This design comes from an exercise in tuning for small area on the open sky130 flow, not from production work.
Function was checked by simulation only, so behaviour that the tests miss may differ from the original.
Power is estimated from default activity; no workload was simulated. The flow treats the clock pin as an ideal source, which a real chip does not have.

==> flow/design.v <==
package regfile_pkg;
    localparam int DEF_DATA_W = 32;
    localparam int DEF_ADDR_W = 5;
    localparam int REG_ZERO   = 0;
endpackage
module rf_o22ai (input logic a1, a2, b1, b2, output logic y);
    assign y = ~((a1 | a2) & (b1 | b2));
endmodule
module rf_a222oi (input logic a1, a2, b1, b2, c1, c2, output logic y);
    assign y = ~((a1 & a2) | (b1 & b2) | (c1 & c2));
endmodule
module rf_inv (input logic a, output logic y);
    assign y = ~a;
endmodule
module rf_nand2 (input logic a, b, output logic y);
    assign y = ~(a & b);
endmodule
module rf_nand3 (input logic a, b, c, output logic y);
    assign y = ~(a & b & c);
endmodule
module rf_nand4 (input logic a, b, c, d, output logic y);
    assign y = ~(a & b & c & d);
endmodule
module rf_or2 (input logic a, b, output logic y);
    assign y = a | b;
endmodule
module rf_nor2 (input logic a, b, output logic y);
    assign y = ~(a | b);
endmodule
module rf_xor2 (input logic a, b, output logic y);
    assign y = a ^ b;
endmodule
module rf_xnor2 (input logic a, b, output logic y);
    assign y = ~(a ^ b);
endmodule
module rf_mux2i (input logic a0, a1, s, output logic y);
    assign y = ~(s ? a1 : a0);
endmodule
module rf_sel31 (input logic [31:1] sel, input logic [31:1] d, output logic y);
    logic [10:0] t;
    logic [1:0]  u;
    logic        w;
    genvar g;
    generate
        for (g = 0; g < 10; g++) begin : g_l1
            rf_a222oi u_a (.a1(sel[3*g+1]), .a2(d[3*g+1]),
                           .b1(sel[3*g+2]), .b2(d[3*g+2]),
                           .c1(sel[3*g+3]), .c2(d[3*g+3]), .y(t[g]));
        end
    endgenerate
    rf_nand2 u_n31 (.a(sel[31]), .b(d[31]), .y(t[10]));
    rf_nand4 u_u0 (.a(t[0]), .b(t[1]), .c(t[2]), .d(t[3]), .y(u[0]));
    rf_nand4 u_u1 (.a(t[4]), .b(t[5]), .c(t[6]), .d(t[7]), .y(u[1]));
    rf_nor2  u_w  (.a(u[0]), .b(u[1]), .y(w));
    rf_nand4 u_y  (.a(w), .b(t[8]), .c(t[9]), .d(t[10]), .y(y));
endmodule
module rf_dec31 (input logic [3:0] pa, input logic [7:0] pb, output logic [31:1] sel);
    genvar g;
    generate
        for (g = 1; g < 32; g++) begin : g_s
            logic n;
            rf_nand2 u_n (.a(pa[g % 4]), .b(pb[g / 4]), .y(n));
            rf_inv   u_i (.a(n), .y(sel[g]));
        end
    endgenerate
endmodule
module rf_dec31w (input logic [3:0] pa_n, input logic [7:0] pb_n,
                  output logic [31:1] sel, output logic [31:1] sel_n);
    genvar g;
    generate
        for (g = 1; g < 32; g++) begin : g_s
            rf_or2 u_n (.a(pa_n[g % 4]), .b(pb_n[g / 4]), .y(sel_n[g]));
            rf_inv u_i (.a(sel_n[g]), .y(sel[g]));
        end
    endgenerate
endmodule
import regfile_pkg::*;
module regfile_scoreboard
#(
    parameter int ADDR_W = DEF_ADDR_W
) (
    input  logic                    clk,
    input  logic                    reset_n,
    input  logic                    we,
    input  logic [ADDR_W-1:0]       wa,
    input  logic                    rsv_req,
    input  logic [ADDR_W-1:0]       rsv_addr,
    output logic                    rsv_ok,
    output logic [(1<<ADDR_W)-1:1]  busy,
    output logic [ADDR_W:0]         busy_cnt
);
    localparam int DEPTH = 1 << ADDR_W;
    logic [DEPTH-1:1] busy_reg;
    logic [DEPTH-1:1] busy_next;
    logic [DEPTH-1:1] rq;
    logic [DEPTH-1:1] sel;    
    logic [3:0]       qa;
    logic [7:0]       qb;
    logic [ADDR_W:0]  cnt_reg;
    logic             rsv_hit, wr_clear;
    for (genvar j = 0; j < 4; j++) begin : g_qa
        assign qa[j] = rsv_req && (rsv_addr[1:0] == 2'(j));
    end
    for (genvar k = 0; k < 8; k++) begin : g_qb
        assign qb[k] = (rsv_addr[4:2] == 3'(k));
    end
    genvar gi;
    generate
        for (gi = 1; gi < DEPTH; gi++) begin : g_busy
            logic ntake;
            assign rq[gi]  = qa[gi % 4] && qb[gi / 4];
            assign sel[gi] = (we && wa == ADDR_W'(gi)) || !reset_n;
            assign ntake  = !(reset_n && rq[gi]);
            rf_mux2i u_nx (.a0(ntake), .a1(sel[gi]), .s(busy_reg[gi]), .y(busy_next[gi]));
        end
    endgenerate
    rf_sel31 u_rhit (.sel(rq), .d(busy_reg), .y(rsv_hit));
    rf_sel31 u_wclr (.sel(sel), .d(busy_reg), .y(wr_clear));
    assign rsv_ok = rsv_req && (rsv_addr != '0) && !rsv_hit;
    always_ff @(posedge clk) begin
        busy_reg <= busy_next;
        if (!reset_n)
            cnt_reg <= '0;
        else if (rsv_ok != wr_clear)
            cnt_reg <= rsv_ok ? cnt_reg + 1'b1 : cnt_reg - 1'b1;
    end
    assign busy     = busy_reg;
    assign busy_cnt = cnt_reg;
endmodule
import regfile_pkg::*;
module regfile_mp
#(
    parameter int DATA_W = DEF_DATA_W,
    parameter int ADDR_W = DEF_ADDR_W,
    parameter int NUM_RD = 2
) (
    input  logic                     clk,
    input  logic                     reset_n,
    input  logic                     we,
    input  logic [ADDR_W-1:0]        wa,
    input  logic [DATA_W-1:0]        wd,
    input  logic [NUM_RD*ADDR_W-1:0] ra,
    output logic [NUM_RD*DATA_W-1:0] rd,
    output logic [NUM_RD-1:0]        rd_busy,
    input  logic                     rsv_req,
    input  logic [ADDR_W-1:0]        rsv_addr,
    output logic                     rsv_ok,
    output logic [ADDR_W:0]          busy_cnt
);
    localparam int DEPTH = 1 << ADDR_W;
    localparam int HALF  = DATA_W / 2;
    logic                phase;
    logic [1:0]          phase_n, rst;
    logic [DATA_W-1:0]   nwp;
    logic [DEPTH-1:1]    sel, nsel;
    logic [DEPTH-1:1]    busy_vec;
    logic [DATA_W-1:0]   col [DEPTH-1:1];        
    logic [3:0]          sa_n;
    logic [7:0]          sb_n;
    always_ff @(posedge clk)
        phase <= reset_n && !phase;
    rf_inv u_ph0 (.a(phase), .y(phase_n[0]));
    rf_inv u_ph1 (.a(phase), .y(phase_n[1]));
    rf_inv u_rs0 (.a(reset_n), .y(rst[0]));
    rf_inv u_rs1 (.a(reset_n), .y(rst[1]));
    for (genvar j = 0; j < 4; j++) begin : g_wa
        assign sa_n[j] = !(we && (wa[1:0] == 2'(j))) && reset_n;
    end
    for (genvar k = 0; k < 8; k++) begin : g_wb
        assign sb_n[k] = (wa[4:2] != 3'(k)) && reset_n;
    end
    rf_dec31w u_wdec (.pa_n(sa_n), .pb_n(sb_n), .sel(sel), .sel_n(nsel));
    regfile_scoreboard #(
        .ADDR_W (ADDR_W)
    ) u_scoreboard (
        .clk      (clk),
        .reset_n  (reset_n),
        .we       (we),
        .wa       (wa),
        .rsv_req  (rsv_req),
        .rsv_addr (rsv_addr),
        .rsv_ok   (rsv_ok),
        .busy     (busy_vec),
        .busy_cnt (busy_cnt)
    );
    genvar gi, gj, gk;
    generate
        for (gj = 0; gj < DATA_W; gj++) begin : g_col
            logic y;
            rf_xnor2 u_x (.a(wd[gj]), .b(phase_n[gj / HALF]), .y(y));
            rf_or2   u_o (.a(y), .b(rst[gj / HALF]), .y(nwp[gj]));
        end
        for (gi = 1; gi < DEPTH; gi++) begin : g_row
            logic [DATA_W-1:0] q, d;
            for (gj = 0; gj < DATA_W; gj++) begin : g_bit
                rf_o22ai u_d (.a1(q[gj]), .a2(sel[gi]), .b1(nsel[gi]), .b2(nwp[gj]), .y(d[gj]));
            end
            always_ff @(posedge clk)
                q <= d;
            assign col[gi] = q;
        end
        for (gk = 0; gk < NUM_RD; gk++) begin : g_rd
            logic [ADDR_W-1:0] ra_k;
            logic [3:0]        pa;
            logic [7:0]        pb;
            logic [DEPTH-1:1]  rsel;
            logic              flip_n;
            logic [1:0]        flip;
            assign ra_k = ra[gk*ADDR_W +: ADDR_W];
            for (genvar j = 0; j < 4; j++) begin : g_pa
                assign pa[j] = (ra_k[1:0] == 2'(j));
            end
            for (genvar k = 0; k < 8; k++) begin : g_pb
                assign pb[k] = (ra_k[4:2] == 3'(k));
            end
            rf_dec31 u_rdec (.pa(pa), .pb(pb), .sel(rsel));
            rf_nand2 u_fn (.a(phase), .b(ra_k != '0), .y(flip_n));
            rf_inv   u_f0 (.a(flip_n), .y(flip[0]));
            rf_inv   u_f1 (.a(flip_n), .y(flip[1]));
            for (gj = 0; gj < DATA_W; gj++) begin : g_bit
                logic [DEPTH-1:1] dcol;
                logic             m;
                for (gi = 1; gi < DEPTH; gi++) begin : g_tap
                    assign dcol[gi] = col[gi][gj];
                end
                rf_sel31 u_sel (.sel(rsel), .d(dcol), .y(m));
                rf_xor2  u_out (.a(m), .b(flip[gj / HALF]), .y(rd[gk*DATA_W + gj]));
            end
            rf_sel31 u_bsel (.sel(rsel), .d(busy_vec), .y(rd_busy[gk]));
        end
    endgenerate
endmodule
==> flow/flow/run.sh <==
#!/bin/bash
# Own layout flow: the standard flow (standard.sh) with these changes after
# synthesis, which itself runs unchanged:
#  - combinational cells are swapped for the stronger cell of the same
#    footprint and area (inv_1 -> inv_2, ...), see upsize.tcl;
#  - port buffers use buf_1 instead of the slow clkdlybuf4s50_1 delay cell;
#  - clock tree synthesis inserts no dummy loads and uses clkbuf_16 leaf
#    buffers on clusters of up to 30 sinks.
# Each tool's output goes to a log file of its own in this folder.
set -euo pipefail
bash standard.sh synth > synth.log 2>&1
RES=orfs/results/sky130hd/regfile_mp/base
UPSIZE_ODB=$RES/1_synth.odb openroad -no_init -exit flow/upsize.tcl > upsize.log 2>&1
touch $RES/1_synth.sdc
export BUFFER_PORTS_ARGS="-buffer_cell sky130_fd_sc_hd__buf_1"
export CTS_ARGS="-sink_clustering_enable -repair_clock_nets -dont_use_dummy_load -buf_list {sky130_fd_sc_hd__clkbuf_16} -sink_clustering_size 30 -sink_clustering_max_diameter 100"
bash standard.sh > layout.log 2>&1
==> flow/flow/upsize.tcl <==
# Swap each combinational cell for the stronger cell of the same footprint
# and the same area (inv_1 -> inv_2, or2_1 -> or2_2, ...). Registers and
# every other cell are left as synthesis made them.
set swaps {
  inv_1 inv_2  or2_0 or2_2  or2_1 or2_2  and2_0 and2_1  mux2_1 mux2_2
  o21ai_0 o21ai_1  a21boi_0 a21boi_1  a21bo_1 a21bo_2  a31o_1 a31o_2
  and4bb_1 and4bb_2  o211a_1 o211a_2  o21ba_1 o21ba_2  o221a_1 o221a_2
  o311ai_0 o311ai_1  or3b_1 or3b_2  or4b_1 or4b_2
}
set odb $::env(UPSIZE_ODB)
read_db $odb
set db [ord::get_db]
set n 0
foreach {from to} $swaps {
  set m [$db findMaster sky130_fd_sc_hd__$to]
  foreach inst [[ord::get_db_block] getInsts] {
    if {[[$inst getMaster] getName] eq "sky130_fd_sc_hd__$from"} {
      $inst swapMaster $m
      incr n
    }
  }
}
puts "upsize: swapped $n cells"
write_db $odb
==> flow/standard.sh <==
#!/bin/bash
# synth_recipe.tcl (not shown) runs the flow's synth.tcl, then flattens the netlist and writes it again
# the make line also repeats each setting of config.mk as NAME=value (left out here)
make -C /OpenROAD-flow-scripts/flow DESIGN_CONFIG=/design/flow/config.mk WORK_HOME=/design/flow/orfs CLKGATE_MAP_FILE= SYNTH_SCRIPT=/design/flow/synth_recipe.tcl "${@:-finish}"
==> flow/config.mk <==
export PLATFORM = sky130hd
export DESIGN_NAME = regfile_mp
export DESIGN_NICKNAME = regfile_mp
export VERILOG_FILES = /design/flow/design.v
export SDC_FILE = /design/flow/constraint.sdc
export NUM_CORES = 8
export LEC_CHECK = 0
export CAP_MARGIN = 20
export CORE_MARGIN = 2
export CORE_UTILIZATION = 50
export GPL_TIMING_DRIVEN = 0
export SETUP_SLACK_MARGIN = 0.3
export SLEW_MARGIN = 20
export SYNTH_HIERARCHICAL = 1
==> flow/constraint.sdc <==
create_clock -name core_clock -period 6.0 [get_ports {clk}]
set_input_delay 1.2000 -clock core_clock [delete_from_list [all_inputs] [get_ports {clk}]]
set_output_delay 1.2000 -clock core_clock [all_outputs]
set_load 0.01 [all_outputs]
==> results.cfg <==
[finish]
layout_common_cells = dfxtp_1 (1,030), o22ai_1 (992), a222oi_1 (680)
final_cell_area_mm2 = 0.0418
syn_to_final_growth_pct = 7.31
drive_above_1_share_pct = 5.94
largest_register_ffs = 992
nFillCells = 6881
final_nets = 3869
final_common_cell = dfxtp_1
layout.cells.non_filler = 4854

[floorplanning]
fp.dieH_um = 283
die_w_um = 283
fp.dieArea_mm2 = 0.0801
pin_count = 129
rows = 102
start_util_pct = 50.3
coreArea_mm2 = 0.0773

[worst_setup_path]
crit_type = input port to primary output
worst_setup_path_end_kind = primary output
crit_slowest_cell = inv_2
critPathArrivalTime_ns = 4.53
slowest_delay_ns = 0.80
crit_chain = buf_1 > nor2b_1 > nand2_1 > inv_2 > a222oi_1 > nand4_1 > nor2_1 > nand4_1 > xor2_1 > buf_1
cp.required_ns = 4.80
critPathLaunchType = input port
crit_fanout = 33

[cts]
clockRootBuffer = clkbuf_16
cts_hold_buf = 0
postCtsSetupBuffers = 0
cts_tree = done
htree_num_levels = 2
insertion_delay_ns = 0.63
clk_pin_slew_worst_paths_ns = 0.08
cts_resized = 0
cts_buffers = 40
clk_path_buf_depth = 3
cts.sinks = 1030

[grt]
grt_usage_pct = 45.3
overflow = 0
grt_max_degree = 34
grt_pass1_wl_mm = 273
grt_antenna_before_repair = 13
grt_pass1_vias = 40700

[placement]
io_buffer_count = 128
pre_cts_ws_ns = 0.626
place_inst = 4806
routabilityCongestion = 0.895
placed_cell_area_mm2 = 0.0408
dpl.hpwl_mm = 103

[yosys]
syn_inst = 3637
syn_area_mm2 = 0.0389
postSynth.asyncResetShare_pct = 0
synth_xor_area_share_pct = 2.25
synthAdderAreaFrac_pct = 0.180
yosys-top-cells-area = dfxtp_1 (53%), a222oi_1 (17%), o22ai_1 (16%)
synth-edff-count = 0
synth_seq_cells = 1030
synth_top_family_by_area = compound AO/OA/AOI/OAI gates
synth.net_count = 3698
syn_area_per_cell_um2 = 10.7
yosysWarnings = 10
yosys.cell_types.count = 44
synth.top_cell.area_share_pct = 53.0
synth-compound-area-share_pct = 34.3
synth_flop_cell = dfxtp_1
yosysSeqAreaShare_pct = 53.0
yosysTopAreaCell = dfxtp_1
muxShareOfSynthArea_pct = 0.951
yosys.area_share.simple_pct = 8.24

[routing]
post_drt_wl_per_cell_um = 40.0
num_vias = 42600
antenna_left = 0
dr.pass1.iters = 14
drt-total-wl_mm = 194
viasPerCell = 8.78
route.detailed.drc = 0
drt_iter0_drc = 10900

[timing]
final.setup.worst_slack_ns = 0.270
tightest_slew_ns = 1.35
max_slew_margin_pct = 10.1
fmax_mhz = 175
fin_crit_ns = 5.73
fin_worst_skew_ns = 0.0360
rsz0062_at_grt = false
tns_ns = 0
fin_crit_sh_pct = 95.5
drv_slew = 0
hold_viol = 0
finalSetupViolCount = 0

[power]
p_clk_share_pct = 21.9
p_leak_nw = 14.3
pwr-share-comb_pct = 19.3
switchingPower_mw = 5.08
swShare_pct = 33.0
seqPwrFrac_pct = 58.8
peakVddDrop_mv = 0.228
p_per_area_mw_per_mm2 = 369
intPower_mw = 10.3
total_power_mw = 15.4

[run]
cap_violations = 0

[min_path]
hp-class = flop to flop

[outcome]
status = timing/DRC/antenna clean
-- worst max-delay path, delay by kind of cell --
kind / cells / cell delay, ns
buf+inv: 3 / 1.17
compound gates: 1 / 0.29
xor+xnor: 1 / 0.57
simple gates: 5 / 1.26
-- metal layers --
layer | global-route usage, % | wire (um) | vias up
met2 | 64.7 | 78800 | 4214
li1 | - | - | 16600
met5 | 1.67 | 267 | -
met3 | 20.1 | 34700 | 1029
met1 | 56.3 | 67600 | 20700
met4 | 26.3 | 13000 | 16
-- final timing paths --
path / from / endpoint / slack, ns / cells past startpoint
hold / removal: g_row[31].q[11] / g_row[31].q[11] / 0.48 / 1
hold reg to reg: g_row[31].q[11] / g_row[31].q[11] / 0.48 / 1
setup reg to reg: u_scoreboard.busy_reg[13] / u_scoreboard.cnt_reg[4] / 2.84 / 12
setup / recovery: ra[1] / rd[20] / 0.27 / 10
-- synth_stat cells, types with 30 or more instances --
cell type / count
o21ai_0: 30
a222oi_1: 680
mux2i_1: 37
or2_1: 64
nand4_1: 207
dfxtp_1: 1030
o22ai_1: 992
xor2_1: 65
inv_1: 107
nor2_1: 113
xnor2_1: 32
nand2_1: 182
-- stage by stage --
step	utilization (%)	hold slack, ns
after floorplan	-	0.442
final	54.0	0.475
after global placement	52.7	0.448
after global routing	54.0	0.487
after CTS	54.0	0.476
after detailed placement	52.7	0.459
-- Yosys stat by module (local to each module, per instance), excerpt --
module / cell area (um2) / cells inside / times used / flip-flops and latches
regfile_mp: 20200 / 1041 / 1 / 993
rf_a222oi: 10.0 / 1 / 680 / 0
rf_mux2i: 10.0 / 1 / 31 / 0
rf_xnor2: 8.76 / 1 / 32 / 0
rf_xor2: 8.76 / 1 / 64 / 0
rf_nand4: 6.26 / 1 / 204 / 0
rf_o22ai: 6.26 / 1 / 992 / 0
rf_or2: 6.26 / 1 / 63 / 0
rf_inv: 3.75 / 1 / 101 / 0
rf_nand2: 3.75 / 1 / 132 / 0
rf_nor2: 3.75 / 1 / 68 / 0
-- layout make-up --
type | instances | area (um2) | share of cell area (%)
tap | 1040 | 1300 | 3.11
timing repair buffer | 129 | 508 | 1.22
clock buffer | 40 | 1000 | 2.40
multi-input combinational | 2489 | 17900 | 42.8
inverter | 108 | 407 | 0.973
antenna | 8 | 20.0 | 0.0479
buffer | 10 | 42.5 | 0.102
sequential | 1030 | 20600 | 49.3
-- power groups by stage --
stage          logic, mW  registers (mW)  clock network (mW)
6_report            2.97            9.06                3.37
5_1_grt             3.03            9.19                3.59
4_1_cts             2.79            9.00                3.35
3_5_place_dp        2.78            9.16                   0
3_3_place_gp        2.68            9.02                   0
2_1_floorplan       1.75            8.92                   0
-- cells by family after synthesis --
group           count (synthesis)
compound gates               1726
flops                        1030
simple gates                  623
buf+inv                       118
xor+xnor                       98
mux                            37
fa+ha+maj                       5

re-timing with driven ports:
How much do the figures lean on ideal ports? The routed layout below was timed once more, with nothing changed but the port constraints.
Step 1 (the two cells are an assumption about what drives the block):
set clk [get_ports {clk}]
set_driving_cell -lib_cell sky130_fd_sc_hd__clkbuf_16 $clk
set_driving_cell -lib_cell sky130_fd_sc_hd__buf_2 [delete_from_list [all_inputs] $clk]
Step 2 also shifts input and output timing later by t, the mid clock arrival at the registers, as if the neighbouring blocks saw the same clock.
Slacks: no drivers / after step 1 / after step 2; pairs: no drivers / after step 1.
shift t [ns]: 0.692
slack for setup (ns): 0.270 / 0.138 / 0.138
worst slew at a driven data input, ns: 0.18
After both steps setup and hold are still met in this run. The setup slack of this run moves by -0.132 ns with the drivers and by -0.132 ns with both steps.
